What follows belongs to an exercise in optimizing a design on an open flow for small area, a short achievable clock period and few clock cycles per item; a production flow would make more cautious choices.
Only simulation tests tie the RTL to the original design; equivalence was not proved.
Power and IR drop assume default switching activity.

==> flow/design.v (excerpt) <==
module hs_npu_cmd_scheduler #(
  parameter int unsigned NUM_CORES = 4,
  parameter int unsigned CMD_WIDTH = 256,
  parameter int unsigned CMD_DEPTH = 8,
  parameter int unsigned CNT_W     = $clog2(CMD_DEPTH + 1)
) (
  input  logic                  clk,
  input  logic                  rst_n,
  input  logic                  cmd_valid_i,
  output logic                  cmd_ready_o,
  input  logic [CMD_WIDTH-1:0]  cmd_data_i,
  input  logic                  cmd_barrier_i,
  input  logic                  flush_i,
  output logic [NUM_CORES-1:0]  core_exec_valid_o,
  input  logic [NUM_CORES-1:0]  core_exec_ready_i,
  output logic [CMD_WIDTH-1:0]  core_cmd_o,
  input  logic [NUM_CORES-1:0]  core_done_i,
  output logic [NUM_CORES-1:0]  core_busy_o,
  output logic [CNT_W-1:0]      queue_count_o,
  output logic [31:0]           completed_count_o,
  output logic                  idle_o,
  output logic                  err_o
);
  localparam int unsigned SLICES = 4;
  localparam int unsigned SW     = CMD_WIDTH / SLICES;
  logic [CMD_WIDTH-1:0] mem     [CMD_DEPTH];
  logic [CMD_DEPTH-1:0] mem_bar;
  logic [CMD_DEPTH-1:0] rd_oh, wr_oh, rd_inc, rd_inc2, wr_nx;
  logic [CNT_W-1:0]     count, count_nx;
  logic [NUM_CORES-1:0] busy, busy_nx, free_nx, done_busy, valid, valid_nx, pick0, pick1;
  logic                 full, full_nx, push, hs, any_valid, idle_q;
  logic                 ge1, ge2, ge3;           
  logic                 fr1, fr2;                
  logic                 free1, free2, free_all, done1, done2;
  logic                 bar0, bar1, bar2, bar0_nx, bar1_nx, off0, off1;
  logic [CMD_WIDTH-1:0] ocmd, ocmd_nx;
  logic [31:0]          done_cnt;
  assign push = cmd_valid_i & ~full & ~flush_i;
  assign cmd_ready_o       = ~full & ~flush_i;
  assign core_busy_o       = busy;
  assign queue_count_o     = count;
  assign idle_o            = idle_q;
  assign core_exec_valid_o = valid;
  assign core_cmd_o        = ocmd;
  assign any_valid = (valid != '0);
  assign hs        = |(valid & core_exec_ready_i);
  assign rd_inc  = {rd_oh[CMD_DEPTH-2:0], rd_oh[CMD_DEPTH-1]};
  assign rd_inc2 = {rd_inc[CMD_DEPTH-2:0], rd_inc[CMD_DEPTH-1]};
  always_comb begin
    if (flush_i) begin
      count_nx = (any_valid && !hs) ? CNT_W'(1) : '0;
      wr_nx    = any_valid ? rd_inc : rd_oh;
    end else begin
  ...
make LEC_CHECK=0 CAP_MARGIN=20 CORE_MARGIN=2 CORE_UTILIZATION=50 CTS_CLUSTER_DIAMETER=60 CTS_CLUSTER_SIZE=30 SETUP_SLACK_MARGIN=2.1 SLEW_MARGIN=30 SYNTH_HIERARCHICAL=1 finish   # period 4.5 ns
run.sh (not shown) runs the stock make flow with config.mk's settings and CLKGATE_MAP_FILE= SYNTH_SCRIPT=/design/flow/synth_recipe.tcl, a recipe that flattens the netlist after the stock synthesis.
The first run finished with timing, DRC and antenna clean.
Testbench counts at the start, summed over its fixed seeds: cycles 4,434, items 2,400.
==> next run, changes <==
Settings changed: CORE_UTILIZATION 50 to 40.
The changed run finished with timing, DRC and antenna clean; via count increases by 1.3%; total power increases by 1.5%; routed wire length increases by 2.9%; worst setup slack improved by 0.053 ns; core utilization decreases by 11 points; final area increases by 1.5%.
==> next run, changes <==
==> flow/flow/run.sh (new file) <==
#!/bin/bash
# The standard layout, with a plain buf_4 in place of the default port buffer
# cell (every input and output port still gets its own buffer).
set -euo pipefail
export BUFFER_PORTS_ARGS="-buffer_cell sky130_fd_sc_hd__buf_4"
bash standard.sh > standard.log 2>&1
==> flow/standard.sh (new file) <==
#!/bin/bash
# synth_recipe.tcl (not shown) runs the flow's synth.tcl, then flattens the netlist and writes it again
# the make line also repeats each setting of config.mk as NAME=value (left out here)
make -C /OpenROAD-flow-scripts/flow DESIGN_CONFIG=/design/flow/config.mk WORK_HOME=/design/flow/orfs CLKGATE_MAP_FILE= SYNTH_SCRIPT=/design/flow/synth_recipe.tcl "${@:-finish}"
removed: flow/run.sh
Die area stays the same.
Wire length decreases slightly.
Non-clock buffer count falls by 22.
Via count goes down slightly.
Setup slack gains 0.016 ns.

---

Setup of before:
The RTL this note starts from:
==> flow/design.v <==
module hs_npu_cmd_scheduler #(
  parameter int unsigned NUM_CORES = 4,
  parameter int unsigned CMD_WIDTH = 256,
  parameter int unsigned CMD_DEPTH = 8,
  parameter int unsigned CNT_W     = $clog2(CMD_DEPTH + 1)
) (
  input  logic                  clk,
  input  logic                  rst_n,
  input  logic                  cmd_valid_i,
  output logic                  cmd_ready_o,
  input  logic [CMD_WIDTH-1:0]  cmd_data_i,
  input  logic                  cmd_barrier_i,
  input  logic                  flush_i,
  output logic [NUM_CORES-1:0]  core_exec_valid_o,
  input  logic [NUM_CORES-1:0]  core_exec_ready_i,
  output logic [CMD_WIDTH-1:0]  core_cmd_o,
  input  logic [NUM_CORES-1:0]  core_done_i,
  output logic [NUM_CORES-1:0]  core_busy_o,
  output logic [CNT_W-1:0]      queue_count_o,
  output logic [31:0]           completed_count_o,
  output logic                  idle_o,
  output logic                  err_o
);
  localparam int unsigned SLICES = 4;
  localparam int unsigned SW     = CMD_WIDTH / SLICES;
  logic [CMD_WIDTH-1:0] mem     [CMD_DEPTH];
  logic [CMD_DEPTH-1:0] mem_bar;
  logic [CMD_DEPTH-1:0] rd_oh, wr_oh, rd_inc, rd_inc2, wr_nx;
  logic [CNT_W-1:0]     count, count_nx;
  logic [NUM_CORES-1:0] busy, busy_nx, free_nx, done_busy, valid, valid_nx, pick0, pick1;
  logic                 full, full_nx, push, hs, any_valid, idle_q;
  logic                 ge1, ge2, ge3;           
  logic                 fr1, fr2;                
  logic                 free1, free2, free_all, done1, done2;
  logic                 bar0, bar1, bar2, bar0_nx, bar1_nx, off0, off1;
  logic [CMD_WIDTH-1:0] ocmd, ocmd_nx;
  logic [31:0]          done_cnt;
  assign push = cmd_valid_i & ~full & ~flush_i;
  assign cmd_ready_o       = ~full & ~flush_i;
  assign core_busy_o       = busy;
  assign queue_count_o     = count;
  assign idle_o            = idle_q;
  assign core_exec_valid_o = valid;
  assign core_cmd_o        = ocmd;
  assign any_valid = (valid != '0);
  assign hs        = |(valid & core_exec_ready_i);
  assign rd_inc  = {rd_oh[CMD_DEPTH-2:0], rd_oh[CMD_DEPTH-1]};
  assign rd_inc2 = {rd_inc[CMD_DEPTH-2:0], rd_inc[CMD_DEPTH-1]};
  always_comb begin
    if (flush_i) begin
      count_nx = (any_valid && !hs) ? CNT_W'(1) : '0;
      wr_nx    = any_valid ? rd_inc : rd_oh;
    end else begin
      count_nx = count + CNT_W'(push) - CNT_W'(hs);
      wr_nx    = push ? {wr_oh[CMD_DEPTH-2:0], wr_oh[CMD_DEPTH-1]} : wr_oh;
    end
  end
  assign full_nx = ~flush_i & ~hs & ((count == CNT_W'(CMD_DEPTH)) |
                                     ((count == CNT_W'(CMD_DEPTH - 1)) & cmd_valid_i));
  assign busy_nx = (busy & ~core_done_i) | (valid & core_exec_ready_i);
  assign free_nx   = ~busy | core_done_i;
  assign done_busy = core_done_i & busy;
  assign done1     = |done_busy;
  always_comb begin
    done2 = 1'b0;
    for (int i = 0; i < int'(NUM_CORES); i++)
      for (int j = i + 1; j < int'(NUM_CORES); j++)
        done2 = done2 | (done_busy[i] & done_busy[j]);
  end
  logic fr2_nx;
  always_comb begin
    fr2_nx = 1'b0;
    for (int i = 0; i < int'(NUM_CORES); i++)
      for (int j = i + 1; j < int'(NUM_CORES); j++)
        fr2_nx = fr2_nx | (~busy_nx[i] & ~busy_nx[j]);
  end
  assign free1    = fr1 | done1;
  assign free2    = fr2 | (fr1 & done1) | done2;
  assign free_all = ~|(busy & ~core_done_i);
  always_comb begin
    bar2 = 1'b0;
    for (int i = 0; i < int'(CMD_DEPTH); i++) bar2 = bar2 | (mem_bar[i] & rd_inc2[i]);
  end
  assign bar0_nx = hs ? (ge2 ? bar1 : cmd_barrier_i) : (ge1 ? bar0 : cmd_barrier_i);
  assign bar1_nx = hs ? (ge3 ? bar2 : cmd_barrier_i) : (ge2 ? bar1 : cmd_barrier_i);
  assign off0 = ((hb0 & free_all) | (nb0 & free1)) & (~flush_i | any_valid);
  assign off1 = nb1 & free2 & ~flush_i;
  always_comb begin
    pick0 = '0;
    pick1 = '0;
    for (int i = int'(NUM_CORES) - 1; i >= 0; i--) begin
      if (free_nx[i]) pick0 = NUM_CORES'(1) << i;
      if (free_nx[i] && !valid[i]) pick1 = NUM_CORES'(1) << i;
    end
  end
  assign valid_nx = hs ? (off1 ? pick1 : '0) : (any_valid ? valid : (off0 ? pick0 : '0));
  logic [CMD_DEPTH-1:0] rd_pk, rd_pk_nx, rd_nx;
  assign rd_nx    = hs ? rd_inc : rd_oh;
  assign rd_pk_nx = (valid_nx != '0) ? {rd_nx[CMD_DEPTH-2:0], rd_nx[CMD_DEPTH-1]} : rd_nx;
  for (genvar g = 0; g < int'(SLICES); g++) begin : g_sel
    logic [CMD_DEPTH*SW-1:0] d;
    always_comb begin
      for (int i = 0; i < int'(CMD_DEPTH); i++) d[i*SW +: SW] = mem[i][g*SW +: SW];
    end
    hs_npu_cmd_sel #(.W(SW), .N(CMD_DEPTH)) u_sel (
      .d_i     (d),
      .pk_i    (rd_pk),
      .cur_i   (ocmd[g*SW +: SW]),
      .up_i    (any_valid),
      .off0_i  (off0),
      .off1_i  (off1),
      .hs_i    (hs),
      .rst_ni  (rst_n),
      .q_o     (ocmd_nx[g*SW +: SW])
    );
  end
  always_ff @(posedge clk) ocmd <= ocmd_nx;
  always_ff @(posedge clk) begin
    if (!rst_n) begin
      rd_oh  <= CMD_DEPTH'(1);
      rd_pk  <= CMD_DEPTH'(1);
      wr_oh  <= CMD_DEPTH'(1);
      count  <= '0;
      full   <= 1'b0;
      ge1    <= 1'b0;
      ge2    <= 1'b0;
      ge3    <= 1'b0;
      fr1    <= 1'b1;
      fr2    <= 1'b1;
      valid  <= '0;
      idle_q <= 1'b1;
    end else begin
      rd_oh  <= rd_nx;
      rd_pk  <= rd_pk_nx;
      wr_oh  <= wr_nx;
      count  <= count_nx;
      full   <= full_nx;
      ge1    <= ge1_nx;
      ge2    <= ge2_nx;
      ge3    <= (count_nx >= CNT_W'(3));
      fr1    <= ~&busy_nx;
      fr2    <= fr2_nx;
      valid  <= valid_nx;
      idle_q <= (count_nx == '0) & (busy_nx == '0);
    end
  end
  logic hb0, nb0, nb1, ge1_nx, ge2_nx;
  assign ge1_nx = (count_nx >= CNT_W'(1));
  assign ge2_nx = (count_nx >= CNT_W'(2));
  always_ff @(posedge clk) begin
    bar0 <= bar0_nx;
    bar1 <= bar1_nx;
    if (!rst_n) begin
      hb0 <= 1'b0;
      nb0 <= 1'b0;
      nb1 <= 1'b0;
    end else begin
      hb0 <= ge1_nx & bar0_nx;
      nb0 <= ge1_nx & ~bar0_nx;
      nb1 <= ge2_nx & ~bar1_nx;
    end
  end
  always_ff @(posedge clk) begin
    for (int i = 0; i < int'(CMD_DEPTH); i++) begin
      if (wr_oh[i] && !full) begin
        mem[i]     <= cmd_data_i;
        mem_bar[i] <= cmd_barrier_i;
      end
    end
  end
  always_comb begin
    done_cnt = '0;
    for (int k = 0; k < int'(NUM_CORES); k++) begin
      done_cnt = done_cnt + 32'(done_busy[k]);
    end
  end
  localparam int unsigned LOW_W = 3;
  logic [LOW_W:0]    cnt_low;
  logic [31-LOW_W:0] cnt_high, cnt_high_inc;
  assign cnt_low      = {1'b0, completed_count_o[LOW_W-1:0]} + done_cnt[LOW_W:0];
  assign cnt_high_inc = completed_count_o[31:LOW_W] + 1'b1;
  assign cnt_high     = cnt_low[LOW_W] ? cnt_high_inc : completed_count_o[31:LOW_W];
  always_ff @(posedge clk) begin
    if (!rst_n) begin
      busy              <= '0;
      completed_count_o <= '0;
      err_o             <= 1'b0;
    end else begin
      busy              <= busy_nx;
      completed_count_o <= {cnt_high, cnt_low[LOW_W-1:0]};
      if (|(core_done_i & ~busy)) err_o <= 1'b1;
    end
  end
endmodule
module hs_npu_cmd_sel #(
  parameter int unsigned W = 64,
  parameter int unsigned N = 8
) (
  input  logic [N*W-1:0] d_i,
  input  logic [N-1:0]   pk_i,
  input  logic [W-1:0]   cur_i,
  input  logic           up_i,
  input  logic           off0_i,
  input  logic           off1_i,
  input  logic           hs_i,
  input  logic           rst_ni,
  output logic [W-1:0]   q_o
);
  logic [W-1:0] pk_d;
  logic         load, keep;
  always_comb begin
    pk_d = '0;
    for (int i = 0; i < int'(N); i++) pk_d = pk_d | (d_i[i*W +: W] & {W{pk_i[i]}});
  end
  assign load = rst_ni & (hs_i ? off1_i : (~up_i & off0_i));
  assign keep = rst_ni & ~hs_i & up_i;
  assign q_o  = (pk_d & {W{load}}) | (cur_i & {W{keep}});
endmodule
clock: 4.5 ns
lec_check: 0
cap_margin: 20
core_margin: 2
core_utilization: 40
cts_cluster_diameter: 60
cts_cluster_size: 30
setup_slack_margin: 1.8
slew_margin: 30
synth_hierarchical: 1
Stock flow here: none of the scripts above is used.
Testbench counts of before, summed over its fixed seeds: cycles 4,434, items 2,400.
What after does differently from before at the input level:
- SETUP_SLACK_MARGIN now 2.1, was 1.8
### Flow results
- Relative to before, transition time at the pin with the least slew margin increased by 9.3 ps in after.
- after — power density over the cells 2.0% lower, before as reference
- Summary of after over before: share of power burned in combinational logic saw an increase, sequential share of layout area saw a decrease, final critical-path required period saw a decrease, maximum frequency saw an increase.
- Min worst path buffer plus inverter count across before and after: before
- Changes observed in after relative to before: maximum vdd drop decreased by 0.67% relative to the old numbers; worst setup slack increased by 42 ps relative to the old numbers.

## separate check: timing with driven ports
How much do the figures lean on ideal ports? The routed layouts below were timed once more, with nothing changed but the port constraints. Step 1: set_driving_cell puts a clkbuf_16 on clk and a buf_2 on each other input, an assumption about the parent block. Step 2, shift: input delay + t, output delay - t, t = (earliest + latest rising clock arrival at the registers) / 2. This alone moves slack from input paths to output paths. a / b / c = ideal / step 1 / step 2; a / b = the first two.
| run | t (ns) | setup WS [ns] | worst register clock-pin slew, ns | cell pins on the clock port's net |
|---|---|---|---|---|
| the first run of note 1 | 0.899 | 1.867 / 1.881 / 0.998 | 0.10 / 0.10 | 1 |
| the second run of note 1 | 0.914 | 1.920 / 1.948 / 1.068 | 0.11 / 0.11 | 1 |
| the third run of note 1 | 0.907 | 1.936 / 1.936 / 1.188 | 0.10 / 0.10 | 1 |
| before | 0.907 | 1.782 / 1.651 / 0.881 | 0.11 / 0.11 | 1 |
| after | 0.909 | 1.825 / 1.825 / 1.029 | 0.11 / 0.11 | 1 |
After both steps every run listed still meets setup and hold. The setup slack of before, which loses most, moves by -0.131 ns with the drivers and by -0.901 ns with both steps.
